What follows belongs to an exercise in optimizing a design on an open flow for small area, a short achievable clock period and few clock cycles; a production flow would make more cautious choices.
The RTL was checked by simulation tests, not by an equivalence proof against the original design.
Power figures rest on the tool's default switching activity, not on a simulated workload.

--- design/flow/design.v ---
`timescale 1ns / 1ps
package evad_pkg;
  localparam logic [1:0] OP_SAMPLE = 2'd0;
  localparam logic [1:0] OP_TICK   = 2'd1;
  localparam logic [1:0] OP_OPEN   = 2'd2;
  localparam logic [1:0] OP_STOP   = 2'd3;
  localparam logic [2:0] CFG_LOUD_MEAN_SQUARE = 3'd0;
  localparam logic [2:0] CFG_SPEECH_MIN_TIME  = 3'd1;
  localparam logic [2:0] CFG_SILENCE_END_TIME = 3'd2;
  localparam logic [2:0] CFG_MAX_UTTER_TIME   = 3'd3;
  localparam logic [2:0] CFG_TICK_TIME        = 3'd4;
  localparam logic [30:0] LMS_RESET     = 31'd68719;
  localparam logic [15:0] SPEECH_RESET  = 16'd400;
  localparam logic [15:0] SILENCE_RESET = 16'd900;
  localparam logic [15:0] MAX_RESET     = 16'd20000;
  localparam logic [9:0]  TICK_RESET    = 10'd50;
endpackage
`timescale 1ns / 1ps
module evad_square (
  input  logic [14:0] y,       
  input  logic        s,       
  input  logic [30:0] nl,
  output logic [32:0] u_a,
  output logic [32:0] u_b
);
  logic p_0_1, p_0_2, p_0_3, p_0_4, p_0_5, p_0_6, p_0_7, p_0_8, p_0_9, p_0_10, p_0_11, p_0_12;
  logic p_0_13, p_0_14, p_1_2, p_1_3, p_1_4, p_1_5, p_1_6, p_1_7, p_1_8, p_1_9, p_1_10, p_1_11;
  logic p_1_12, p_1_13, p_1_14, p_2_3, p_2_4, p_2_5, p_2_6, p_2_7, p_2_8, p_2_9, p_2_10, p_2_11;
  logic p_2_12, p_2_13, p_2_14, p_3_4, p_3_5, p_3_6, p_3_7, p_3_8, p_3_9, p_3_10, p_3_11, p_3_12;
  logic p_3_13, p_3_14, p_4_5, p_4_6, p_4_7, p_4_8, p_4_9, p_4_10, p_4_11, p_4_12, p_4_13, p_4_14;
  logic p_5_6, p_5_7, p_5_8, p_5_9, p_5_10, p_5_11, p_5_12, p_5_13, p_5_14, p_6_7, p_6_8, p_6_9;
  logic p_6_10, p_6_11, p_6_12, p_6_13, p_6_14, p_7_8, p_7_9, p_7_10, p_7_11, p_7_12, p_7_13, p_7_14;
  logic p_8_9, p_8_10, p_8_11, p_8_12, p_8_13, p_8_14, p_9_10, p_9_11, p_9_12, p_9_13, p_9_14, p_10_11;
  logic p_10_12, p_10_13, p_10_14, p_11_12, p_11_13, p_11_14, p_12_13, p_12_14, p_13_14, t_0, t_1, t_2;
  logic t_3, t_4, t_5, t_6, t_7, t_8, t_9, t_10, t_11, t_12, t_13, t_14;
  logic w1, w2, w3, w4, w5, w6, w7, w8, w9, w10, w11, w12;
  logic w13, w14, w15, w16, w17, w18, w19, w20, w21, w22, w23, w24;
  logic w25, w26, w27, w28, w29, w30, w31, w32, w33, w34, w35, w36;
  logic w37, w38, w39, w40, w41, w42, w43, w44, w45, w46, w47, w48;
  logic w49, w50, w51, w52, w53, w54, w55, w56, w57, w58, w59, w60;
  logic w61, w62, w63, w64, w65, w66, w67, w68, w69, w70, w71, w72;
  logic w73, w74, w75, w76, w77, w78, w79, w80, w81, w82, w83, w84;
  logic w85, w86, w87, w88, w89, w90, w91, w92, w93, w94, w95, w96;
  logic w97, w98, w99, w100, w101, w102, w103, w104, w105, w106, w107, w108;
  logic w109, w110, w111, w112, w113, w114, w115, w116, w117, w118, w119, w120;
  logic w121, w122, w123, w124, w125, w126, w127, w128, w129, w130, w131, w132;
  logic w133, w134, w135, w136, w137, w138, w139, w140, w141, w142, w143, w144;
  logic w145, w146, w147, w148, w149, w150, w151, w152, w153, w154, w155, w156;
  logic w157, w158, w159, w160, w161, w162, w163, w164, w165, w166, w167, w168;
  logic w169, w170, w171, w172, w173, w174, w175, w176, w177, w178, w179, w180;
  logic w181, w182, w183, w184, w185, w186, w187, w188, w189, w190, w191, w192;
  logic w193, w194, w195, w196, w197, w198, w199, w200, w201, w202, w203, w204;
  logic w205, w206, w207, w208, w209, w210, w211, w212, w213, w214, w215, w216;
  logic w217, w218, w219, w220, w221, w222, w223, w224, w225, w226, w227, w228;
  logic w229, w230, w231, w232, w233, w234, w235, w236, w237, w238, w239, w240;
  logic w241, w242, w243, w244, w245, w246, w247, w248, w249, w250, w251, w252;
  logic w253, w254, w255, w256, w257, w258, w259, w260, w261, w262, w263, w264;
  logic w265, w266, w267, w268, w269, w270;
  assign p_0_1 = y[0] & y[1];
  assign p_0_2 = y[0] & y[2];
  assign p_0_3 = y[0] & y[3];
  assign p_0_4 = y[0] & y[4];
  assign p_0_5 = y[0] & y[5];
  assign p_0_6 = y[0] & y[6];
  assign p_0_7 = y[0] & y[7];
  assign p_0_8 = y[0] & y[8];
  assign p_0_9 = y[0] & y[9];
  assign p_0_10 = y[0] & y[10];
  assign p_0_11 = y[0] & y[11];
  assign p_0_12 = y[0] & y[12];
  assign p_0_13 = y[0] & y[13];
  assign p_0_14 = y[0] & y[14];
  assign p_1_2 = y[1] & y[2];
  assign p_1_3 = y[1] & y[3];
  assign p_1_4 = y[1] & y[4];
  assign p_1_5 = y[1] & y[5];
  assign p_1_6 = y[1] & y[6];
  assign p_1_7 = y[1] & y[7];
  assign p_1_8 = y[1] & y[8];
  assign p_1_9 = y[1] & y[9];
  assign p_1_10 = y[1] & y[10];
  assign p_1_11 = y[1] & y[11];
  assign p_1_12 = y[1] & y[12];
  assign p_1_13 = y[1] & y[13];
  assign p_1_14 = y[1] & y[14];
  assign p_2_3 = y[2] & y[3];
  assign p_2_4 = y[2] & y[4];
  assign p_2_5 = y[2] & y[5];
  assign p_2_6 = y[2] & y[6];
  assign p_2_7 = y[2] & y[7];
  assign p_2_8 = y[2] & y[8];
  assign p_2_9 = y[2] & y[9];
  assign p_2_10 = y[2] & y[10];
  assign p_2_11 = y[2] & y[11];
  assign p_2_12 = y[2] & y[12];
  assign p_2_13 = y[2] & y[13];
  assign p_2_14 = y[2] & y[14];
  assign p_3_4 = y[3] & y[4];
  assign p_3_5 = y[3] & y[5];
  assign p_3_6 = y[3] & y[6];
  assign p_3_7 = y[3] & y[7];
  assign p_3_8 = y[3] & y[8];
  assign p_3_9 = y[3] & y[9];
  assign p_3_10 = y[3] & y[10];
  assign p_3_11 = y[3] & y[11];
  assign p_3_12 = y[3] & y[12];
  assign p_3_13 = y[3] & y[13];
  assign p_3_14 = y[3] & y[14];
  assign p_4_5 = y[4] & y[5];
  assign p_4_6 = y[4] & y[6];
  assign p_4_7 = y[4] & y[7];
  assign p_4_8 = y[4] & y[8];
  assign p_4_9 = y[4] & y[9];
  assign p_4_10 = y[4] & y[10];
  assign p_4_11 = y[4] & y[11];
  assign p_4_12 = y[4] & y[12];
  assign p_4_13 = y[4] & y[13];
  assign p_4_14 = y[4] & y[14];
  assign p_5_6 = y[5] & y[6];
  assign p_5_7 = y[5] & y[7];
  assign p_5_8 = y[5] & y[8];
  assign p_5_9 = y[5] & y[9];
  assign p_5_10 = y[5] & y[10];
  assign p_5_11 = y[5] & y[11];
  assign p_5_12 = y[5] & y[12];
  assign p_5_13 = y[5] & y[13];
  assign p_5_14 = y[5] & y[14];
  assign p_6_7 = y[6] & y[7];
  assign p_6_8 = y[6] & y[8];
  assign p_6_9 = y[6] & y[9];
  assign p_6_10 = y[6] & y[10];
  assign p_6_11 = y[6] & y[11];
  assign p_6_12 = y[6] & y[12];
  assign p_6_13 = y[6] & y[13];
  assign p_6_14 = y[6] & y[14];
  assign p_7_8 = y[7] & y[8];
  assign p_7_9 = y[7] & y[9];
  assign p_7_10 = y[7] & y[10];
  assign p_7_11 = y[7] & y[11];
  assign p_7_12 = y[7] & y[12];
  assign p_7_13 = y[7] & y[13];
  assign p_7_14 = y[7] & y[14];
  assign p_8_9 = y[8] & y[9];
  assign p_8_10 = y[8] & y[10];
  assign p_8_11 = y[8] & y[11];
  assign p_8_12 = y[8] & y[12];
  assign p_8_13 = y[8] & y[13];
  assign p_8_14 = y[8] & y[14];
  assign p_9_10 = y[9] & y[10];
  assign p_9_11 = y[9] & y[11];
  assign p_9_12 = y[9] & y[12];
  assign p_9_13 = y[9] & y[13];
  assign p_9_14 = y[9] & y[14];
  assign p_10_11 = y[10] & y[11];
  assign p_10_12 = y[10] & y[12];
  assign p_10_13 = y[10] & y[13];
  assign p_10_14 = y[10] & y[14];
  assign p_11_12 = y[11] & y[12];
  assign p_11_13 = y[11] & y[13];
  assign p_11_14 = y[11] & y[14];
  assign p_12_13 = y[12] & y[13];
  assign p_12_14 = y[12] & y[14];
  assign p_13_14 = y[13] & y[14];
  assign t_0 = y[0] & s;
  assign t_1 = y[1] & s;
  assign t_2 = y[2] & s;
  assign t_3 = y[3] & s;
  assign t_4 = y[4] & s;
  assign t_5 = y[5] & s;
  assign t_6 = y[6] & s;
  assign t_7 = y[7] & s;
  assign t_8 = y[8] & s;
  assign t_9 = y[9] & s;
  assign t_10 = y[10] & s;
  assign t_11 = y[11] & s;
  assign t_12 = y[12] & s;
  assign t_13 = y[13] & s;
  assign t_14 = y[14] & s;
  assign w1 = p_0_13 ^ p_1_12;
  assign w2 = p_0_13 & p_1_12;
  assign w3 = p_0_14 ^ p_1_13;
  assign w4 = p_0_14 & p_1_13;
  assign w5 = p_1_14 ^ p_2_13;
  assign w6 = p_1_14 & p_2_13;
  assign w7 = p_0_7 ^ p_1_6;
  assign w8 = p_0_7 & p_1_6;
  assign w9 = p_0_8 ^ p_1_7;
  assign w10 = p_0_8 & p_1_7;
  assign w11 = p_0_9 ^ p_1_8 ^ p_2_7;
  assign w12 = (p_0_9 & p_1_8) | (p_0_9 & p_2_7) | (p_1_8 & p_2_7);
  assign w13 = p_3_6 ^ p_4_5;
  assign w14 = p_3_6 & p_4_5;
  assign w15 = p_0_10 ^ p_1_9 ^ p_2_8;
  assign w16 = (p_0_10 & p_1_9) | (p_0_10 & p_2_8) | (p_1_9 & p_2_8);
  assign w17 = p_3_7 ^ p_4_6;
  assign w18 = p_3_7 & p_4_6;
  assign w19 = p_0_11 ^ p_1_10 ^ p_2_9;
  assign w20 = (p_0_11 & p_1_10) | (p_0_11 & p_2_9) | (p_1_10 & p_2_9);
  assign w21 = p_3_8 ^ p_4_7 ^ p_5_6;
  assign w22 = (p_3_8 & p_4_7) | (p_3_8 & p_5_6) | (p_4_7 & p_5_6);
  assign w23 = y[6] ^ t_11;
  assign w24 = y[6] & t_11;
  assign w25 = p_0_12 ^ p_1_11 ^ p_2_10;
  assign w26 = (p_0_12 & p_1_11) | (p_0_12 & p_2_10) | (p_1_11 & p_2_10);
  assign w27 = p_3_9 ^ p_4_8 ^ p_5_7;
  assign w28 = (p_3_9 & p_4_8) | (p_3_9 & p_5_7) | (p_4_8 & p_5_7);
  assign w29 = t_12 ^ nl[13];
  assign w30 = t_12 & nl[13];
  assign w31 = w1 ^ p_2_11 ^ p_3_10;
  assign w32 = (w1 & p_2_11) | (w1 & p_3_10) | (p_2_11 & p_3_10);
  assign w33 = p_4_9 ^ p_5_8 ^ p_6_7;
  assign w34 = (p_4_9 & p_5_8) | (p_4_9 & p_6_7) | (p_5_8 & p_6_7);
  assign w35 = y[7] ^ t_13 ^ nl[14];
  assign w36 = (y[7] & t_13) | (y[7] & nl[14]) | (t_13 & nl[14]);
  assign w37 = w2 ^ w3 ^ p_2_12;
  assign w38 = (w2 & w3) | (w2 & p_2_12) | (w3 & p_2_12);
  assign w39 = p_3_11 ^ p_4_10 ^ p_5_9;
  assign w40 = (p_3_11 & p_4_10) | (p_3_11 & p_5_9) | (p_4_10 & p_5_9);
  assign w41 = p_6_8 ^ t_14 ^ nl[15];
  assign w42 = (p_6_8 & t_14) | (p_6_8 & nl[15]) | (t_14 & nl[15]);
  assign w43 = w4 ^ w5 ^ p_3_12;
  assign w44 = (w4 & w5) | (w4 & p_3_12) | (w5 & p_3_12);
  assign w45 = p_4_11 ^ p_5_10 ^ p_6_9;
  assign w46 = (p_4_11 & p_5_10) | (p_4_11 & p_6_9) | (p_5_10 & p_6_9);
  assign w47 = p_7_8 ^ y[8] ^ nl[16];
  assign w48 = (p_7_8 & y[8]) | (p_7_8 & nl[16]) | (y[8] & nl[16]);
  assign w49 = w6 ^ p_2_14 ^ p_3_13;
  assign w50 = (w6 & p_2_14) | (w6 & p_3_13) | (p_2_14 & p_3_13);
  assign w51 = p_4_12 ^ p_5_11 ^ p_6_10;
  assign w52 = (p_4_12 & p_5_11) | (p_4_12 & p_6_10) | (p_5_11 & p_6_10);
  assign w53 = p_7_9 ^ nl[17];
  assign w54 = p_7_9 & nl[17];
  assign w55 = p_3_14 ^ p_4_13 ^ p_5_12;
  assign w56 = (p_3_14 & p_4_13) | (p_3_14 & p_5_12) | (p_4_13 & p_5_12);
  assign w57 = p_6_11 ^ p_7_10 ^ p_8_9;
  assign w58 = (p_6_11 & p_7_10) | (p_6_11 & p_8_9) | (p_7_10 & p_8_9);
  assign w59 = y[9] ^ nl[18];
  assign w60 = y[9] & nl[18];
  assign w61 = p_4_14 ^ p_5_13 ^ p_6_12;
  assign w62 = (p_4_14 & p_5_13) | (p_4_14 & p_6_12) | (p_5_13 & p_6_12);
  assign w63 = p_7_11 ^ p_8_10;
  assign w64 = p_7_11 & p_8_10;
  assign w65 = p_5_14 ^ p_6_13 ^ p_7_12;
  assign w66 = (p_5_14 & p_6_13) | (p_5_14 & p_7_12) | (p_6_13 & p_7_12);
  assign w67 = p_8_11 ^ p_9_10;
  assign w68 = p_8_11 & p_9_10;
  assign w69 = p_6_14 ^ p_7_13;
  assign w70 = p_6_14 & p_7_13;
  assign w71 = p_7_14 ^ p_8_13;
  assign w72 = p_7_14 & p_8_13;
  assign w73 = p_0_3 ^ p_1_2;
  assign w74 = p_0_3 & p_1_2;
  assign w75 = p_0_4 ^ p_1_3;
  assign w76 = p_0_4 & p_1_3;
  assign w77 = p_0_5 ^ p_1_4 ^ p_2_3;
  assign w78 = (p_0_5 & p_1_4) | (p_0_5 & p_2_3) | (p_1_4 & p_2_3);
  assign w79 = y[3] ^ t_5;
  assign w80 = y[3] & t_5;
  assign w81 = p_0_6 ^ p_1_5 ^ p_2_4;
  assign w82 = (p_0_6 & p_1_5) | (p_0_6 & p_2_4) | (p_1_5 & p_2_4);
  assign w83 = t_6 ^ nl[7];
  assign w84 = t_6 & nl[7];
  assign w85 = w7 ^ p_2_5 ^ p_3_4;
  assign w86 = (w7 & p_2_5) | (w7 & p_3_4) | (p_2_5 & p_3_4);
  assign w87 = y[4] ^ t_7 ^ nl[8];
  assign w88 = (y[4] & t_7) | (y[4] & nl[8]) | (t_7 & nl[8]);
  assign w89 = w8 ^ w9 ^ p_2_6;
  assign w90 = (w8 & w9) | (w8 & p_2_6) | (w9 & p_2_6);
  assign w91 = p_3_5 ^ t_8 ^ nl[9];
  assign w92 = (p_3_5 & t_8) | (p_3_5 & nl[9]) | (t_8 & nl[9]);
  assign w93 = w10 ^ w11 ^ w13;
  assign w94 = (w10 & w11) | (w10 & w13) | (w11 & w13);
  assign w95 = y[5] ^ t_9 ^ nl[10];
  assign w96 = (y[5] & t_9) | (y[5] & nl[10]) | (t_9 & nl[10]);
  assign w97 = w12 ^ w14 ^ w15;
  assign w98 = (w12 & w14) | (w12 & w15) | (w14 & w15);
  assign w99 = w17 ^ t_10 ^ nl[11];
  assign w100 = (w17 & t_10) | (w17 & nl[11]) | (t_10 & nl[11]);
  assign w101 = w16 ^ w18 ^ w19;
  assign w102 = (w16 & w18) | (w16 & w19) | (w18 & w19);
  assign w103 = w21 ^ w23 ^ nl[12];
  assign w104 = (w21 & w23) | (w21 & nl[12]) | (w23 & nl[12]);
  assign w105 = w20 ^ w22 ^ w24;
  assign w106 = (w20 & w22) | (w20 & w24) | (w22 & w24);
  assign w107 = w25 ^ w27 ^ w29;
  assign w108 = (w25 & w27) | (w25 & w29) | (w27 & w29);
  assign w109 = w26 ^ w28 ^ w30;
  assign w110 = (w26 & w28) | (w26 & w30) | (w28 & w30);
  assign w111 = w31 ^ w33 ^ w35;
  assign w112 = (w31 & w33) | (w31 & w35) | (w33 & w35);
  assign w113 = w32 ^ w34 ^ w36;
  assign w114 = (w32 & w34) | (w32 & w36) | (w34 & w36);
  assign w115 = w37 ^ w39 ^ w41;
  assign w116 = (w37 & w39) | (w37 & w41) | (w39 & w41);
  assign w117 = w38 ^ w40 ^ w42;
  assign w118 = (w38 & w40) | (w38 & w42) | (w40 & w42);
  assign w119 = w43 ^ w45 ^ w47;
  assign w120 = (w43 & w45) | (w43 & w47) | (w45 & w47);
  assign w121 = w44 ^ w46 ^ w48;
  assign w122 = (w44 & w46) | (w44 & w48) | (w46 & w48);
  assign w123 = w49 ^ w51 ^ w53;
  assign w124 = (w49 & w51) | (w49 & w53) | (w51 & w53);
  assign w125 = w50 ^ w52 ^ w54;
  assign w126 = (w50 & w52) | (w50 & w54) | (w52 & w54);
  assign w127 = w55 ^ w57 ^ w59;
  assign w128 = (w55 & w57) | (w55 & w59) | (w57 & w59);
  assign w129 = w56 ^ w58 ^ w60;
  assign w130 = (w56 & w58) | (w56 & w60) | (w58 & w60);
  assign w131 = w61 ^ w63 ^ nl[19];
  assign w132 = (w61 & w63) | (w61 & nl[19]) | (w63 & nl[19]);
  assign w133 = w62 ^ w64 ^ w65;
  assign w134 = (w62 & w64) | (w62 & w65) | (w64 & w65);
  assign w135 = w67 ^ y[10] ^ nl[20];
  assign w136 = (w67 & y[10]) | (w67 & nl[20]) | (y[10] & nl[20]);
  assign w137 = w66 ^ w68 ^ w69;
  assign w138 = (w66 & w68) | (w66 & w69) | (w68 & w69);
  assign w139 = p_8_12 ^ p_9_11 ^ nl[21];
  assign w140 = (p_8_12 & p_9_11) | (p_8_12 & nl[21]) | (p_9_11 & nl[21]);
  assign w141 = w70 ^ w71 ^ p_9_12;
  assign w142 = (w70 & w71) | (w70 & p_9_12) | (w71 & p_9_12);
  assign w143 = p_10_11 ^ y[11] ^ nl[22];
  assign w144 = (p_10_11 & y[11]) | (p_10_11 & nl[22]) | (y[11] & nl[22]);
  assign w145 = w72 ^ p_8_14 ^ p_9_13;
  assign w146 = (w72 & p_8_14) | (w72 & p_9_13) | (p_8_14 & p_9_13);
  assign w147 = p_10_12 ^ nl[23];
  assign w148 = p_10_12 & nl[23];
  assign w149 = p_9_14 ^ p_10_13 ^ p_11_12;
  assign w150 = (p_9_14 & p_10_13) | (p_9_14 & p_11_12) | (p_10_13 & p_11_12);
  assign w151 = y[12] ^ nl[24];
  assign w152 = y[12] & nl[24];
  assign w153 = p_10_14 ^ p_11_13;
  assign w154 = p_10_14 & p_11_13;
  assign w155 = p_11_14 ^ p_12_13;
  assign w156 = p_11_14 & p_12_13;
  assign w157 = p_0_1 ^ y[1];
  assign w158 = p_0_1 & y[1];
  assign w159 = p_0_2 ^ t_2;
  assign w160 = p_0_2 & t_2;
  assign w161 = w73 ^ y[2] ^ t_3;
  assign w162 = (w73 & y[2]) | (w73 & t_3) | (y[2] & t_3);
  assign w163 = w74 ^ w75 ^ t_4;
  assign w164 = (w74 & w75) | (w74 & t_4) | (w75 & t_4);
  assign w165 = w76 ^ w77 ^ w79;
  assign w166 = (w76 & w77) | (w76 & w79) | (w77 & w79);
  assign w167 = w78 ^ w80 ^ w81;
  assign w168 = (w78 & w80) | (w78 & w81) | (w80 & w81);
  assign w169 = w82 ^ w84 ^ w85;
  assign w170 = (w82 & w84) | (w82 & w85) | (w84 & w85);
  assign w171 = w86 ^ w88 ^ w89;
  assign w172 = (w86 & w88) | (w86 & w89) | (w88 & w89);
  assign w173 = w90 ^ w92 ^ w93;
  assign w174 = (w90 & w92) | (w90 & w93) | (w92 & w93);
  assign w175 = w94 ^ w96 ^ w97;
  assign w176 = (w94 & w96) | (w94 & w97) | (w96 & w97);
  assign w177 = w98 ^ w100 ^ w101;
  assign w178 = (w98 & w100) | (w98 & w101) | (w100 & w101);
  assign w179 = w102 ^ w104 ^ w105;
  assign w180 = (w102 & w104) | (w102 & w105) | (w104 & w105);
  assign w181 = w106 ^ w108 ^ w109;
  assign w182 = (w106 & w108) | (w106 & w109) | (w108 & w109);
  assign w183 = w110 ^ w112 ^ w113;
  assign w184 = (w110 & w112) | (w110 & w113) | (w112 & w113);
  assign w185 = w114 ^ w116 ^ w117;
  assign w186 = (w114 & w116) | (w114 & w117) | (w116 & w117);
  assign w187 = w118 ^ w120 ^ w121;
  assign w188 = (w118 & w120) | (w118 & w121) | (w120 & w121);
  assign w189 = w122 ^ w124 ^ w125;
  assign w190 = (w122 & w124) | (w122 & w125) | (w124 & w125);
  assign w191 = w126 ^ w128 ^ w129;
  assign w192 = (w126 & w128) | (w126 & w129) | (w128 & w129);
  assign w193 = w130 ^ w132 ^ w133;
  assign w194 = (w130 & w132) | (w130 & w133) | (w132 & w133);
  assign w195 = w134 ^ w136 ^ w137;
  assign w196 = (w134 & w136) | (w134 & w137) | (w136 & w137);
  assign w197 = w138 ^ w140 ^ w141;
  assign w198 = (w138 & w140) | (w138 & w141) | (w140 & w141);
  assign w199 = w142 ^ w144 ^ w145;
  assign w200 = (w142 & w144) | (w142 & w145) | (w144 & w145);
  assign w201 = w146 ^ w148 ^ w149;
  assign w202 = (w146 & w148) | (w146 & w149) | (w148 & w149);
  assign w203 = w150 ^ w152 ^ w153;
  assign w204 = (w150 & w152) | (w150 & w153) | (w152 & w153);
  assign w205 = w154 ^ w155 ^ y[13];
  assign w206 = (w154 & w155) | (w154 & y[13]) | (w155 & y[13]);
  assign w207 = w156 ^ p_12_14;
  assign w208 = w156 & p_12_14;
  assign w209 = p_13_14 ^ y[14];
  assign w210 = p_13_14 & y[14];
  assign w211 = y[0] ^ s;
  assign w212 = y[0] & s;
  assign w213 = t_0 ^ nl[1];
  assign w214 = t_0 & nl[1];
  assign w215 = w157 ^ t_1 ^ nl[2];
  assign w216 = (w157 & t_1) | (w157 & nl[2]) | (t_1 & nl[2]);
  assign w217 = w158 ^ w159 ^ nl[3];
  assign w218 = (w158 & w159) | (w158 & nl[3]) | (w159 & nl[3]);
  assign w219 = w160 ^ w161 ^ nl[4];
  assign w220 = (w160 & w161) | (w160 & nl[4]) | (w161 & nl[4]);
  assign w221 = w162 ^ w163 ^ nl[5];
  assign w222 = (w162 & w163) | (w162 & nl[5]) | (w163 & nl[5]);
  assign w223 = w164 ^ w165 ^ nl[6];
  assign w224 = (w164 & w165) | (w164 & nl[6]) | (w165 & nl[6]);
  assign w225 = w166 ^ w167 ^ w83;
  assign w226 = (w166 & w167) | (w166 & w83) | (w167 & w83);
  assign w227 = w168 ^ w169 ^ w87;
  assign w228 = (w168 & w169) | (w168 & w87) | (w169 & w87);
  assign w229 = w170 ^ w171 ^ w91;
  assign w230 = (w170 & w171) | (w170 & w91) | (w171 & w91);
  assign w231 = w172 ^ w173 ^ w95;
  assign w232 = (w172 & w173) | (w172 & w95) | (w173 & w95);
  assign w233 = w174 ^ w175 ^ w99;
  assign w234 = (w174 & w175) | (w174 & w99) | (w175 & w99);
  assign w235 = w176 ^ w177 ^ w103;
  assign w236 = (w176 & w177) | (w176 & w103) | (w177 & w103);
  assign w237 = w178 ^ w179 ^ w107;
  assign w238 = (w178 & w179) | (w178 & w107) | (w179 & w107);
  assign w239 = w180 ^ w181 ^ w111;
  assign w240 = (w180 & w181) | (w180 & w111) | (w181 & w111);
  assign w241 = w182 ^ w183 ^ w115;
  assign w242 = (w182 & w183) | (w182 & w115) | (w183 & w115);
  assign w243 = w184 ^ w185 ^ w119;
  assign w244 = (w184 & w185) | (w184 & w119) | (w185 & w119);
  assign w245 = w186 ^ w187 ^ w123;
  assign w246 = (w186 & w187) | (w186 & w123) | (w187 & w123);
  assign w247 = w188 ^ w189 ^ w127;
  assign w248 = (w188 & w189) | (w188 & w127) | (w189 & w127);
  assign w249 = w190 ^ w191 ^ w131;
  assign w250 = (w190 & w191) | (w190 & w131) | (w191 & w131);
  assign w251 = w192 ^ w193 ^ w135;
  assign w252 = (w192 & w193) | (w192 & w135) | (w193 & w135);
  assign w253 = w194 ^ w195 ^ w139;
  assign w254 = (w194 & w195) | (w194 & w139) | (w195 & w139);
  assign w255 = w196 ^ w197 ^ w143;
  assign w256 = (w196 & w197) | (w196 & w143) | (w197 & w143);
  assign w257 = w198 ^ w199 ^ w147;
  assign w258 = (w198 & w199) | (w198 & w147) | (w199 & w147);
  assign w259 = w200 ^ w201 ^ w151;
  assign w260 = (w200 & w201) | (w200 & w151) | (w201 & w151);
  assign w261 = w202 ^ w203 ^ nl[25];
  assign w262 = (w202 & w203) | (w202 & nl[25]) | (w203 & nl[25]);
  assign w263 = w204 ^ w205 ^ nl[26];
  assign w264 = (w204 & w205) | (w204 & nl[26]) | (w205 & nl[26]);
  assign w265 = w206 ^ w207 ^ nl[27];
  assign w266 = (w206 & w207) | (w206 & nl[27]) | (w207 & nl[27]);
  assign w267 = w208 ^ w209 ^ nl[28];
  assign w268 = (w208 & w209) | (w208 & nl[28]) | (w209 & nl[28]);
  assign w269 = w210 ^ nl[29];
  assign w270 = w210 & nl[29];
  assign u_a = {1'b0, 1'b0, w270, w268, w266, w264, w262, w260, w258, w256, w254, w252, w250, w248, w246, w244, w242, w240, w238, w236, w234, w232, w230, w228, w226, w224, w222, w220, w218, w216, w214, w212, w211};
  assign u_b = {1'b0, 1'b0, nl[30], w269, w267, w265, w263, w261, w259, w257, w255, w253, w251, w249, w247, w245, w243, w241, w239, w237, w235, w233, w231, w229, w227, w225, w223, w221, w219, w217, w215, w213, nl[0]};
endmodule
`timescale 1ns / 1ps
import evad_pkg::*;
module energy_vad_endpoint_detector_core (
  input  logic        clk,
  input  logic        rst,
  input  logic        s_tvalid,
  output logic        s_tready,
  input  logic [15:0] s_tdata,
  input  logic [1:0]  s_tuser,
  input  logic        s_tlast,
  output logic        m_tvalid,
  input  logic        m_tready,
  output logic [7:0]  m_tdata,
  input  logic        cfg_we,
  input  logic [2:0]  cfg_index,
  input  logic [30:0] cfg_wdata
);
  logic [30:0] nlms;          
  logic [15:0] speech_min;
  logic [15:0] silence_end;
  logic [15:0] max_utter;
  logic [9:0]  tick;
  logic        wr_lms;
  assign wr_lms = cfg_we && (cfg_index == CFG_LOUD_MEAN_SQUARE);
  always_ff @(posedge clk) begin
    if (rst) begin
      nlms        <= ~LMS_RESET;
      speech_min  <= SPEECH_RESET;
      silence_end <= SILENCE_RESET;
      max_utter   <= MAX_RESET;
      tick        <= TICK_RESET;
    end else if (cfg_we) begin
      case (cfg_index)
        CFG_LOUD_MEAN_SQUARE: nlms        <= ~cfg_wdata;
        CFG_SPEECH_MIN_TIME:  speech_min  <= cfg_wdata[15:0];
        CFG_SILENCE_END_TIME: silence_end <= cfg_wdata[15:0];
        CFG_MAX_UTTER_TIME:   max_utter   <= cfg_wdata[15:0];
        CFG_TICK_TIME:        tick        <= cfg_wdata[9:0];
        default: ;
      endcase
    end
  end
  logic [14:0] y0;            
  logic        s0;            
  logic [1:0]  op0;
  logic        last0;
  logic        v0;
  logic        accept;
  assign accept = s_tvalid && s_tready;
  always_ff @(posedge clk) begin
    y0    <= s_tdata[14:0] ^ {15{s_tdata[15]}};
    s0    <= s_tdata[15];
    op0   <= s_tuser;
    last0 <= s_tlast;
    v0    <= !rst && accept;
  end
  logic [32:0] sq_a, sq_b;    
  logic [43:0] a1;
  logic [30:0] b1;
  logic [1:0]  op1;
  logic        last1;
  logic        v1;
  evad_square u_square (
    .y   (y0),
    .s   (s0),
    .nl  (nlms),
    .u_a (sq_a),
    .u_b (sq_b)
  );
  logic        pass_a, pass_b, tail, dirty;
  logic [3:0]  step;
  logic        step_last;
  logic        corr_start, again;
  logic [12:0] count;
  assign step_last  = (step == 4'd12);
  assign corr_start = wr_lms && !pass_a && !pass_b && !tail && (count != '0);
  assign again      = tail && (dirty || wr_lms);
  always_ff @(posedge clk) begin
    op1   <= op0;
    last1 <= last0;
    v1    <= !rst && v0;
    if (v0)                            a1 <= {13'h1FFF, sq_a[30:0]};   
    else if (pass_a && step_last)      a1 <= {13'h1FFF, nlms};
    else if (pass_a)                   a1 <= {a1[42:0], 1'b0};
    else if (pass_b)                   a1 <= {a1[42:0], 1'b1};
    else if (tail)                     a1 <= {13'd0, ~a1[43:13]};
    else                               a1 <= {13'd0, ~nlms};
    b1 <= v0 ? sq_b[30:0] : 31'd0;
  end
  always_ff @(posedge clk) begin
    if (rst) begin
      pass_a <= 1'b0;
      pass_b <= 1'b0;
      tail   <= 1'b0;
      dirty  <= 1'b0;
      step   <= '0;
    end else begin
      tail <= pass_b && step_last;
      if (corr_start || again) begin
        pass_a <= 1'b1;
        step   <= '0;
      end else if (pass_a && step_last) begin
        pass_a <= 1'b0;
        pass_b <= 1'b1;
        step   <= '0;
      end else if (pass_b && step_last) begin
        pass_b <= 1'b0;
        step   <= '0;
      end else if (pass_a || pass_b) begin
        step   <= step + 4'd1;
      end
      if (tail) dirty <= 1'b0;
      else if (wr_lms && (pass_b || (pass_a && step_last))) dirty <= 1'b1;
    end
  end
  logic [43:0] acc_e;
  logic [43:0] sum_e;
  logic        add_c;
  logic [43:0] cs1_s, cs1_c;
  logic        level;
  logic        level_next;
  logic        smp1;
  logic        busy;
  logic        count_bit;
  assign busy  = pass_a || pass_b;    
  assign smp1  = v1 && (op1 == OP_SAMPLE);
  assign add_c = busy ? pass_b : 1'b1;
  assign cs1_s = acc_e ^ a1 ^ 44'(b1);
  assign cs1_c = (acc_e & a1) | (acc_e & 44'(b1)) | (a1 & 44'(b1));
  evad_add #(
    .W (44)
  ) u_add_e (
    .a (cs1_s),
    .b ({cs1_c[42:0], add_c}),
    .s (sum_e)
  );
  assign count_bit = count[step];
  always_comb begin
    level_next = level;
    if (smp1 && last1) level_next = count[12] ? !acc_e[43] : !sum_e[43];
  end
  always_ff @(posedge clk) begin
    if (rst) begin
      acc_e <= '1;
      count <= '0;
      level <= 1'b0;
    end else if (busy) begin
      if (count_bit) acc_e <= sum_e;
    end else if (smp1) begin
      level <= level_next;
      if (last1) begin
        acc_e <= '1;
        count <= '0;
      end else if (!count[12]) begin
        acc_e <= sum_e;
        count <= count + 13'd1;
      end
    end
  end
  logic        turn_open, heard, ended;
  logic [15:0] speech_time, quiet_time;
  logic [15:0] time_base, time_other;
  logic [16:0] time_sum;
  logic [15:0] time_sat;
  logic        ge_smin, ge_sil, ge_thr, ge_max;
  logic        open_next, heard_next, ended_next;
  logic [15:0] speech_next, quiet_next;
  logic        endpoint, cause, forward;
  assign time_base  = level ? speech_time : quiet_time;
  assign time_sum   = 17'(time_base) + 17'(tick);
  assign time_sat   = time_sum[16] ? 16'hFFFF : time_sum[15:0];
  assign time_other = quiet_time & {16{!level}};
  evad_ge u_ge_smin (
    .a (speech_time), .b (16'd0), .t (tick), .c (speech_min), .ge (ge_smin)
  );
  evad_ge u_ge_sil (
    .a (quiet_time), .b (16'd0), .t (tick), .c (silence_end), .ge (ge_sil)
  );
  evad_ge u_ge_max (
    .a (speech_time), .b (time_other), .t (tick), .c (max_utter), .ge (ge_max)
  );
  assign ge_thr = level ? ge_smin : ge_sil;
  always_comb begin
    open_next   = turn_open;
    heard_next  = heard;
    ended_next  = ended;
    speech_next = speech_time;
    quiet_next  = quiet_time;
    endpoint    = 1'b0;
    cause       = 1'b0;
    forward     = 1'b0;
    case (op1)
      OP_SAMPLE: forward = turn_open;
      OP_TICK: begin
        if (turn_open && !ended) begin
          if (level) begin
            speech_next = time_sat;
            quiet_next  = '0;
            if (ge_thr) heard_next = 1'b1;
          end else begin
            quiet_next = time_sat;
          end
          if (!level && heard && ge_thr) begin
            ended_next = 1'b1;
            endpoint   = 1'b1;
          end else if (ge_max) begin
            ended_next = 1'b1;
            endpoint   = 1'b1;
            cause      = 1'b1;
          end
        end
      end
      OP_OPEN: begin
        speech_next = '0;
        quiet_next  = '0;
        heard_next  = 1'b0;
        ended_next  = 1'b0;
        open_next   = 1'b1;
      end
      default: open_next = 1'b0;
    endcase
  end
  always_ff @(posedge clk) begin
    if (rst) begin
      turn_open   <= 1'b0;
      heard       <= 1'b0;
      ended       <= 1'b0;
      speech_time <= '0;
      quiet_time  <= '0;
    end else if (v1) begin
      turn_open   <= open_next;
      heard       <= heard_next;
      ended       <= ended_next;
      speech_time <= speech_next;
      quiet_time  <= quiet_next;
    end
  end
  logic [5:0] res;
  logic [5:0] ring [0:2];
  logic [1:0] wr_ptr, rd_ptr;
  logic [1:0] qc;             
  logic [5:0] m_flags;
  logic [5:0] head;
  logic       have, load;
  logic       out_free;
  logic       take;
  logic [2:0] inflight, inflight_next;
  assign res      = {heard_next, forward, open_next, level_next, cause, endpoint};
  assign out_free = !m_tvalid || m_tready;
  assign take     = m_tvalid && m_tready;
  assign have     = (qc != 2'd0) || v1;
  assign load     = out_free && have;
  assign head     = (qc != 2'd0) ? ring[rd_ptr] : res;
  assign m_tdata  = {2'b00, m_flags};
  always_ff @(posedge clk) begin
    if (v1) ring[wr_ptr] <= res;
    if (out_free) m_flags <= head;
  end
  always_ff @(posedge clk) begin
    if (rst) begin
      m_tvalid <= 1'b0;
      qc       <= '0;
      wr_ptr   <= '0;
      rd_ptr   <= '0;
    end else begin
      if (out_free) m_tvalid <= have;
      qc <= qc + 2'(v1) - 2'(load);
      if (v1)   wr_ptr <= (wr_ptr == 2'd2) ? 2'd0 : wr_ptr + 2'd1;
      if (load) rd_ptr <= (rd_ptr == 2'd2) ? 2'd0 : rd_ptr + 2'd1;
    end
  end
  assign inflight_next = inflight + 3'(accept) - 3'(take);
  always_ff @(posedge clk) begin
    if (rst) begin
      inflight <= '0;
      s_tready <= 1'b0;
    end else begin
      inflight <= inflight_next;
      s_tready <= (inflight_next <= 3'd3) && !corr_start && !pass_a && !pass_b
                  && !(tail && (dirty || wr_lms));
    end
  end
endmodule
module evad_add #(
  parameter int W = 44
) (
  input  logic [W-1:0] a,
  input  logic [W-1:0] b,
  output logic [W-1:0] s
);
  localparam int LV = $clog2(W);
  logic [W-1:0] gp [0:LV];    
  logic [W-1:0] pp [0:LV];    
  assign gp[0] = a & b;
  assign pp[0] = a ^ b;
  for (genvar l = 0; l < LV; l++) begin : g_level
    for (genvar i = 0; i < W; i++) begin : g_bit
      if (((i >> l) & 1) == 1) begin : g_comb
        localparam int J = ((i >> l) << l) - 1;
        assign gp[l+1][i] = gp[l][i] | (pp[l][i] & gp[l][J]);
        assign pp[l+1][i] = pp[l][i] & pp[l][J];
      end else begin : g_pass
        assign gp[l+1][i] = gp[l][i];
        assign pp[l+1][i] = pp[l][i];
      end
    end
  end
  assign s = (a ^ b) ^ {gp[LV][W-2:0], 1'b0};
endmodule
module evad_ge (
  input  logic [15:0] a,
  input  logic [15:0] b,
  input  logic [9:0]  t,
  input  logic [15:0] c,
  output logic        ge
);
  logic [17:0] s1, k1, nc, s2, k2;
  logic [17:0] gp [0:5];
  logic [17:0] pp [0:5];
  assign nc = ~{2'b00, c};
  assign s1 = 18'(a) ^ 18'(b) ^ 18'(t);
  assign k1 = (18'(a) & 18'(b)) | (18'(a) & 18'(t)) | (18'(b) & 18'(t));
  assign s2 = s1 ^ {k1[16:0], 1'b0} ^ nc;
  assign k2 = (s1 & {k1[16:0], 1'b0}) | (s1 & nc) | ({k1[16:0], 1'b0} & nc);
  assign gp[0] = s2 & {k2[16:0], 1'b1};
  assign pp[0] = s2 ^ {k2[16:0], 1'b1};
  for (genvar l = 0; l < 5; l++) begin : g_level
    for (genvar i = 0; i < 18; i++) begin : g_bit
      if (((i >> l) & 1) == 1) begin : g_comb
        localparam int J = ((i >> l) << l) - 1;
        assign gp[l+1][i] = gp[l][i] | (pp[l][i] & gp[l][J]);
        assign pp[l+1][i] = pp[l][i] & pp[l][J];
      end else begin : g_pass
        assign gp[l+1][i] = gp[l][i];
        assign pp[l+1][i] = pp[l][i];
      end
    end
  end
  assign ge = gp[5][17] | k2[17];
endmodule
--- design/flow/flow/run.sh ---
#!/bin/bash
# Layout flow: the standard ORFS flow, with the timing repair after
# clock-tree synthesis and global routing aiming for setup slack of
# REPAIR_MARGIN ns (the clock period and constraints are unchanged; only the
# repair target moves). Each step's full output is in orfs/logs/; make's own
# output goes to flow_make.log here.
set -euo pipefail
REPAIR_MARGIN=6.5
bash standard.sh SETUP_SLACK_MARGIN=$REPAIR_MARGIN finish > flow_make.log 2>&1
--- design/flow/standard.sh ---
#!/bin/bash
# synth_recipe.tcl (not shown) runs the flow's synth.tcl, then flattens the netlist and writes it again
# the make line also repeats each setting of config.mk as NAME=value (left out here)
make -C /OpenROAD-flow-scripts/flow DESIGN_CONFIG=/design/flow/config.mk WORK_HOME=/design/flow/orfs CLKGATE_MAP_FILE= SYNTH_SCRIPT=/design/flow/synth_recipe.tcl "${@:-finish}"
--- design/flow/config.mk ---
export PLATFORM = sky130hd
export DESIGN_NAME = energy_vad_endpoint_detector_core
export DESIGN_NICKNAME = energy_vad_endpoint_detector_core
export VERILOG_FILES = /design/flow/design.v
export SDC_FILE = /design/flow/constraint.sdc
export NUM_CORES = 4
export LEC_CHECK = 0
export CAP_MARGIN = 20
export CORE_MARGIN = 2
export CORE_UTILIZATION = 40
export SLEW_MARGIN = 20
--- design/flow/constraint.sdc ---
create_clock -name core_clock -period 10.0 [get_ports {clk}]
set_input_delay 2.0000 -clock core_clock [delete_from_list [all_inputs] [get_ports {clk}]]
set_output_delay 2.0000 -clock core_clock [all_outputs]
set_load 0.01 [all_outputs]
==> results of run 1 <==
-- power breakdown --
| part | switching, mW | internal [mW] | total (mW) | leakage [nW] |
|---|---|---|---|---|
| sequential | 0.117 | 1.41 | 1.53 | 2.71 |
| clock | 0.616 | 0.938 | 1.55 | 0.698 |
| combinational | 0.930 | 0.795 | 1.73 | 7.30 |
-- cell type report --
cell class,count,area share
tap,696,0.03497
clock buffer,57,0.04899
timing repair inverter,1,0.0002512
sequential,326,0.2735
timing repair buffer,92,0.03472
multi-input combinational,1678,0.5576
clock inverter,15,0.008541
inverter,273,0.04145
-- Yosys cell counts (10+ instances only) --
cell type / n / area (um2)
sky130_fd_sc_hd__dfxtp_1: 302 / 6046
sky130_fd_sc_hd__inv_1: 273 / 1025
sky130_fd_sc_hd__nand2_1: 231 / 867.1
sky130_fd_sc_hd__nor2_1: 193 / 724.4
sky130_fd_sc_hd__fa_1: 187 / 3744
sky130_fd_sc_hd__ha_1: 187 / 2340
sky130_fd_sc_hd__a21oi_1: 156 / 780.8
sky130_fd_sc_hd__and2_1: 133 / 832.1
sky130_fd_sc_hd__clkbuf_1: 98 / 367.9
sky130_fd_sc_hd__o21ai_0: 71 / 355.3
sky130_fd_sc_hd__a21o_1: 45 / 337.8
sky130_fd_sc_hd__mux2i_1: 44 / 440.4
sky130_fd_sc_hd__xor2_1: 43 / 376.6
sky130_fd_sc_hd__nand3_1: 35 / 175.2
sky130_fd_sc_hd__o22ai_1: 33 / 206.5
sky130_fd_sc_hd__o31ai_1: 27 / 202.7
sky130_fd_sc_hd__xnor2_1: 27 / 236.5
sky130_fd_sc_hd__a211o_1: 26 / 227.7
sky130_fd_sc_hd__nand2b_1: 26 / 162.7
sky130_fd_sc_hd__edfxtp_1: 24 / 720.7
sky130_fd_sc_hd__nor2b_1: 21 / 131.4
sky130_fd_sc_hd__a22oi_1: 17 / 127.6
sky130_fd_sc_hd__nand3b_1: 17 / 127.6
sky130_fd_sc_hd__nor3_1: 17 / 85.08
sky130_fd_sc_hd__nand4_1: 14 / 87.58
sky130_fd_sc_hd__and3_1: 13 / 81.33
sky130_fd_sc_hd__or2_2: 12 / 75.07
sky130_fd_sc_hd__a31oi_1: 10 / 62.56
-- per-stage QoR --
| step | power (mW) | cell area, um2 | setup WS, ps |
|---|---|---|---|
| 3_3_place_gp | 3.109 | 23020 | 5773 |
| 5_1_grt | 5.147 | 24900 | 6360 |
| 4_1_cts | 4.780 | 24680 | 6419 |
| 3_5_place_dp | 3.161 | 23020 | 5664 |
| 6_report | 4.810 | 24900 | 6466 |
| 2_1_floorplan | 2.714 | 21840 | 6513 |
-- state kept, by name (all words and copies together), names as in the netlist, 16 cells and up, named ones only --
register / flops
a1: 44
acc_e: 44
b1: 31
nlms: 31
ring: 18
max_utter: 16
quiet_time: 16
silence_end: 16
speech_min: 16
speech_time: 16
-- final timing paths --
kind	to	slack (ps)	from	cells after the start
worst max-delay path	acc_e[30]$_SDFFE_PP1P_	6470	b1[0]$_SDFF_PN0_	12
worst min-delay path	last1$_DFF_P_	330	last0$_DFF_P_	0
worst min register to register	last1$_DFF_P_	330	last0$_DFF_P_	0
worst max register to register	acc_e[30]$_SDFFE_PP1P_	6470	b1[0]$_SDFF_PN0_	12
-- logic make-up after synthesis --
family	synth area share
adder cells (fa/ha/maj)	0.2789
AO/OA/AOI/OAI	0.1327
buffers and inverters	0.06613
multiplexers	0.02380
flip-flops	0.3102
XOR/XNOR	0.02811
AND/OR/NAND/NOR	0.1600
other	0.0001719
-- critical path, cell delays in order (launching register included) --
cell and delay [ps]:
sky130_fd_sc_hd__dfxtp_2 320, sky130_fd_sc_hd__fa_1 470, sky130_fd_sc_hd__ha_2 190, sky130_fd_sc_hd__fa_2 350, sky130_fd_sc_hd__a211oi_2 210, sky130_fd_sc_hd__o211ai_1 160
sky130_fd_sc_hd__nand4b_1 280, sky130_fd_sc_hd__a2111oi_2 130, sky130_fd_sc_hd__o31a_2 340, sky130_fd_sc_hd__a221o_2 400, sky130_fd_sc_hd__a311oi_2 280, sky130_fd_sc_hd__xor2_1 200
sky130_fd_sc_hd__a21oi_1 80
-- routing by layer --
metal	vias to the layer above	GRT usage	routed length [um]
met4	0	0.06499	1495
met2	363	0.3362	25900
met5	-	0	0
li1	7971	-	-
met3	86	0.02253	2283
met1	7976	0.2651	25240
-- repair_timing --
item,CTS,global route
endpoints found under the setup margin,107,92
gates resized for setup,55,48
gates cloned,1,0
buffers inserted,9,7
pin swaps,25,24
hold endpoints to repair,0,0
==> summary.md, run 1 <==
Across all layers, the routed design uses 16.40k vias. Measured along the y axis, the die boundary spans 237.5 um. The average wire length per cell after detail routing was 17.50 um. 0 antenna diodes ended up in the layout. The sum of negative setup slack came out at 0 ps. The tools report the final estimated routing congestion in global placement as 0.8543. The logs give 0.3102 for the proportion of synthesized chip area in sequential cells and 328.3 ps for the post-route worst hold slack.

The count of final max-slew check failures was 0. For this run, the detailed router's first-pass iteration total came to 8. No sink is reached through more buffers than the 3 on the longest clock path. The count of flip-flops with a built-in enable after synthesis works out to 24.

The clock slew at the register clock pins of the worst setup and hold paths was 60 ps. The tools report the arrival time of data at the critical path endpoint as 3990 ps. The biggest fanout along the worst timing path came out at 4.

For this design the ratio of total power to cell area is 193.1 nW/um2. The H-tree generated during clock tree synthesis spans 2 levels. Most frequently used flop master after synthesis: sky130_fd_sc_hd__dfxtp_1. The kind of start point of the critical path is a flop. The full die area is 56420 um2, and the worst vdd rail ir drop is 0.0001695 V. The run finished with no timing, DRC or antenna violations.

The floorplan has 85 rows. The analysis attributes to cell leakage a power of 10.71 nW. The tightest slew margin relative to the limit was 0.2704. The clock reaches the later pin of the worst-skew pair after 570 ps. The number of DRC markers after the initial detailed-route iteration is 831. Initial antenna violation count: 0. During placement, the flow inserted port buffers numbering 65.

The starting utilization of the core area came out at 0.4045. After detailed routing, the total wire length is 54920 um. Entering global routing, the biggest net connects 110 pins. The post-layout minimum cycle time works out to 3534 ps. The share of the cycle needed by the critical path after routing was 0.3534. STA classifies the critical path endpoint as a flop. Based on the critical path, the design can be clocked at up to 283.0 MHz. During I/O placement, the number of pins put on the boundary was 68. The share of post-route cells with drive strength above 1 was 0.08067; the synthesized cell area was 21810 um2. The placeable core region was 53920 um2; the number of flip-flops and latches in the synthesized netlist was 326. TritonCTS built the clock tree.

The run gives 0.1986 as the global-route usage over all layers. Via count of the first global-routing pass: 16.82k. Summed over all nets, the half-perimeter wirelength after detailed placement is 40650 um. The final number of setup-violating endpoints is 0.

Using the TritonRoute via totals, the vias-per-cell ratio works out to 5.225. Global routing finished with a remaining overflow of 0. The worst setup path category was reg -> reg. The net count of the finished layout is 2844.

The number of filler instances in the final layout is 5139, and the total number of yosys warnings is 7. Horizontal die dimension: 237.5 um. The final hold violation count was 0. The count of nets left with antenna violations once routing finished came out at 0. The tools report the number of distinct library cells after synthesis as 72.

The placed instance count is 3049. In the layout the commonest cells are sky130_fd_sc_hd__dfxtp_1 (276), sky130_fd_sc_hd__inv_1 (267), sky130_fd_sc_hd__nand2_1 (228). The sequential cells in the finished layout cover a total of 6812 um2. The tightest min-delay check is of the reg -> reg type.

Relative to the synthesized area, the layout overhead comes to 14.17%. For the number of instances in the synthesized netlist, the log shows 2384. The transition at the pin with the smallest max-transition slack is 1094 ps.

Data on the critical path is required at its endpoint by 10460 ps. After detailed routing, the number of remaining DRC violations is 0. The multi-input combinational cells in the finished layout cover a total of 13890 um2. The fraction of synthesis flops using an asynchronous set or reset pin was 0.

Max-cap violations in this run came to 0. The logs give 3138 for the count of placed standard cells in the final layout, fillers left out and 0.4619 for the final cell utilization of the core. The tools report the clock root buffer as sky130_fd_sc_hd__clkbuf_16. For the final database, setup skew stands at 26.66 ps. The number of clock buffers added by TritonCTS is 40. The library cell used most frequently in the layout, excluding fill and tap cells, is sky130_fd_sc_hd__dfxtp_1.

Setup repair after global routing could not meet its margin everywhere. For this design, the CTS-stage hold fixing added 0 buffers. The mean instance size in the synthesized netlist was 9.150 um2. The global-route wire length before repair was 89670 um. The tools report the clock sink count as 326.
Testbench counts, summed over its fixed seeds: cycles 160,139.
==> run 2: changes to the inputs <==
==> design/flow/run.sh (new file) <==
#!/bin/bash
# synth_recipe.tcl (not shown) runs the flow's synth.tcl, then flattens the netlist and writes it again
# the make line also repeats each setting of config.mk as NAME=value (left out here)
make -C /OpenROAD-flow-scripts/flow DESIGN_CONFIG=/design/flow/config.mk WORK_HOME=/design/flow/orfs CLKGATE_MAP_FILE= SYNTH_SCRIPT=/design/flow/synth_recipe.tcl finish
removed: design/flow/flow/run.sh
removed: design/flow/standard.sh
==> run 2 against run 1 <==
Compared with the run above: clock skew barely moved; via count fell by 1.1%; total power fell by 5.4%; critical endpoint is now m_flags[0]$_DFFE_PP_.
==> summary.md, run 2 <==
The run finished with no timing, DRC or antenna violations. The via count of the first global-routing pass came out at 16.52k. For this run, the leading register cell type out of synthesis is sky130_fd_sc_hd__dfxtp_1. Ranked by instance count, the synthesized netlist is headed by sky130_fd_sc_hd__dfxtp_1 (302), sky130_fd_sc_hd__inv_1 (273), sky130_fd_sc_hd__nand2_1 (231). The first global-routing pass estimated 87910 um of wire.

For the worst flop-to-flop path, the logic depth is 15. The tools report the number of max-cap violations as 0. In this run the power spent charging and discharging nets is 1.595 mW. The number of inserted diodes was 0. For the worst-skew pair, the clock arrives at the later sink with an insertion delay of 570 ps. The startpoint identified for the worst register-to-register timing path is level$_SDFFE_PP0P_.

The post-synthesis cell type with the largest combined area was sky130_fd_sc_hd__dfxtp_1. No sink is reached through more buffers than the 3 on the longest clock path. The starting utilization of the core area came out at 0.4045.

The synthesized design contains 326 register bits. Entering global routing, the biggest net connects 94 pins. Setup repair after global routing left no endpoint under its margin. The total area inside the core boundary comes to 53920 um2. The H-tree was split into 2 levels. The largest registers in the layout are a1 x44, acc_e x44. The startpoint of the lowest-slack hold path is last0$_DFF_P_.

The number of instances in the synthesized netlist is 2384, and the leakage component of the power is 10.48 nW. The startpoint of the most critical setup path was level$_SDFFE_PP0P_. The area share of the largest cell type after synthesis works out to 0.2772. In the post-synthesis netlist, the cell with the most instances is sky130_fd_sc_hd__dfxtp_1. The run gives 0 as the final hold violation count. For hold timing, the worst endpoint is last1$_DFF_P_.

The total number of yosys warnings is 7, and the cts-stage hold buffer count is 0. The worst setup path is launched from a flop. The first detailed-routing pass took 5 iterations. The tools report the initial antenna violation count as 0. The tools report the number of distinct library cells after synthesis as 72.

Measured along the x axis, the die boundary spans 237.5 um. The register-to-register setup slack came out at 5380 ps. The number of rows created at floorplan came out at 85.

The detail route stage leaves a number of antenna-violating nets equal to 0. Setup total negative slack on the finished layout was measured at 0 ps. The worst vdd rail ir drop was 0.0001164 V; the final number of setup-violating endpoints was 0. Once detailed placement completed, the half-perimeter wirelength came to 40680 um. For the worst setup path, the data required time is 10280 ps. The share of total power in sequential cells was 0.335; the total power per unit cell area was 187.3 nW/um2. Leaving out fill and tap cells, the most frequent cell in the layout is sky130_fd_sc_hd__dfxtp_1. The logic gate share of total power came out at 0.356. The category of the worst setup path capture point is a flop. The count of final max-slew check failures was 0; the die extent in y was 237.5 um. The run gives 27.00 ps as the worst clock skew. In the layout the commonest cells are sky130_fd_sc_hd__dfxtp_1 (300), sky130_fd_sc_hd__inv_1 (273), sky130_fd_sc_hd__nand2_1 (230). Class of the tightest hold or removal check: reg -> reg. The transition at the pin with the smallest max-transition slack was 1086 ps.

The cell area that synthesis handed to floorplanning was 21810 um2. The worst setup path category is reg -> reg. The number of setup buffers added after CTS is 0. The maximum frequency from static timing analysis came out at 216.5 MHz.

The average wire length per cell after detail routing was 17.27 um. TritonCTS built the clock tree. On the final layout, the worst hold slack is 328.9 ps. The post-cts sizing count is 0, and the placed cell area is 23010 um2. The total overflow left after global routing is 0. The tree is rooted in a sky130_fd_sc_hd__clkbuf_16.

Fraction of synthesis flops using an asynchronous set or reset pin: 0. The tools report the tightest slew margin relative to the limit as 0.2704. The summed area of non-filler cells in the final layout is 24290 um2, and the final net count is 2825.

Yosys attributes the largest share of cell area to sky130_fd_sc_hd__dfxtp_1 (28%), sky130_fd_sc_hd__fa_1 (17%), sky130_fd_sc_hd__ha_1 (11%). The routed layout has 16.21k vias. The tools report the final wirelength as 53870 um. The count of buffers added on input and output ports is 65. The proportion of synthesized chip area in sequential cells is 0.3102, and the final estimated routing congestion in global placement is 0.8567. After detailed routing, the number of remaining DRC violations is 0.

The share of total power consumed by net switching was 0.3506; the count of flip-flops with a built-in enable after synthesis was 24. The global-route usage over all layers was 0.1953; the mean instance size in the synthesized netlist was 9.150 um2. The floorplan step defined a die boundary enclosing 56420 um2.

Using the TritonRoute via totals, the vias-per-cell ratio works out to 5.198. Pin placement for this block handled 68 I/O pins. The clock power share is 0.308. The clock sink count is 326.

The internal power of the cells totals 2.956 mW. STA puts the critical path data arrival time at 4900 ps. The detailed router finished its first iteration with 896 violations.

The biggest fanout along the worst timing path was 24; the post-layout minimum cycle time was 4619 ps. The layout overhead on the synthesized area is 11.36%, and the share of the cycle needed by the critical path after routing is 0.4619. Clock-pin slew was measured on the worst setup and hold paths at 60 ps. The instance count along the most critical hold path is 0, and the number of CTS-inserted buffers is 39. In this run the critical register-to-register path is captured at m_flags[0]$_DFFE_PP_.

The share of post-route cells with drive strength above 1 is 0.04416.
run 2: cell counts after synthesis:
Identical to the previous run, type by type.
run 2: worst max path at each step:
stage                           endpoint  cells past startpoint
floorplan           m_flags[0]$_DFFE_PP_                     17
global placement    m_flags[0]$_DFFE_PP_                     15
detailed placement  m_flags[0]$_DFFE_PP_                     15
CTS                 m_flags[0]$_DFFE_PP_                     15
global route        m_flags[0]$_DFFE_PP_                     15
finish              m_flags[0]$_DFFE_PP_                     15
run 2: power by group through the flow:
stage          Clock (mW)  Sequential [mW]  Combinational [mW]
6_report             1.40             1.53                1.62
5_1_grt              1.49             1.54                1.86
4_1_cts              1.44             1.53                1.62
3_5_place_dp            0             1.56                1.61
3_3_place_gp            0             1.56                1.55
2_1_floorplan           0             1.50                1.21
run 2: cells by family (layout without fill, tap and decap cells):
| kind of cell | count (synthesis) | after routing | synth area share |
|---|---|---|---|
| simple gates | 731 | 731 | 0.1600 |
| buf+inv | 381 | 419 | 0.06613 |
| compound gates | 453 | 453 | 0.1327 |
| mux | 48 | 48 | 0.02380 |
| fa+ha+maj | 374 | 374 | 0.2789 |
| xor+xnor | 70 | 70 | 0.02811 |
| other cells | 1 | 2 | 0.0001719 |
| flops | 326 | 326 | 0.3102 |
run 2: routing by layer:
metal  part of all wire  GRT usage  vias to the layer above
li1                   -          -                     7931
met1               0.47     0.2644                     7870
met2               0.46     0.3244                      330
met3              0.045    0.02474                       83
met4              0.025    0.06327                        0
met5                  0          0                        -
run 2: metrics by stage:
step	total power, mW	std cells	util	worst slack (ps)
6_report	4.551	3119	0.4505	5381
5_1_grt	4.893	3119	0.4505	4999
4_1_cts	4.590	3119	0.4502	5392
3_5_place_dp	3.167	3048	0.4267	5414
3_3_place_gp	3.109	3048	0.4267	5482
2_1_floorplan	2.713	2385	-	6249
run 2: cell type report:
type,instances,area (um2)
sequential,326,6771
fill,5214,29630
timing repair buffer,75,723.2
multi-input combinational,1678,13630
clock buffer,53,1111
tap,696,870.8
clock inverter,18,158.9
inverter,273,1025
run 2: critical path: stages, from the launching register on:
cell and delay, ps:
sky130_fd_sc_hd__dfxtp_1 760, sky130_fd_sc_hd__inv_1 530, sky130_fd_sc_hd__nand2_1 220, sky130_fd_sc_hd__fa_1 430, sky130_fd_sc_hd__inv_1 90, sky130_fd_sc_hd__fa_1 420, sky130_fd_sc_hd__ha_1 300, sky130_fd_sc_hd__a21o_1 180
sky130_fd_sc_hd__a21o_1 170, sky130_fd_sc_hd__a21o_1 170, sky130_fd_sc_hd__a21o_1 170, sky130_fd_sc_hd__a21oi_1 260, sky130_fd_sc_hd__o311a_1 260, sky130_fd_sc_hd__a311oi_1 90, sky130_fd_sc_hd__nor2_1 200, sky130_fd_sc_hd__o22ai_1 100

## what the ideal ports hide
In the flow no input, the clock included, has a driving cell. The finished layouts below were timed again as built, in two steps. Step 1 (the two cells are an assumption about what drives the block):
set clk [get_ports {clk}]
set_driving_cell -lib_cell sky130_fd_sc_hd__clkbuf_16 $clk
set_driving_cell -lib_cell sky130_fd_sc_hd__buf_2 [delete_from_list [all_inputs] $clk]
Step 2 also shifts input and output timing later by t, the mid clock arrival at the registers, as if the neighbouring blocks saw the same clock. Three values: ideal ports, drivers, drivers and shift; two values: the first two.
run	t (ns)	setup WS [ns]	worst hold slack (ns)
run 1	0.617	6.466 / 6.466 / 5.991	0.328 / 0.328 / 0.328
run 2	0.608	5.381 / 5.381 / 5.381	0.329 / 0.329 / 0.329
After both steps setup and hold are still met in every run listed. For run 1, which loses most, drivers alone change the setup slack by 0.000 ns; drivers and shift together by -0.475 ns.
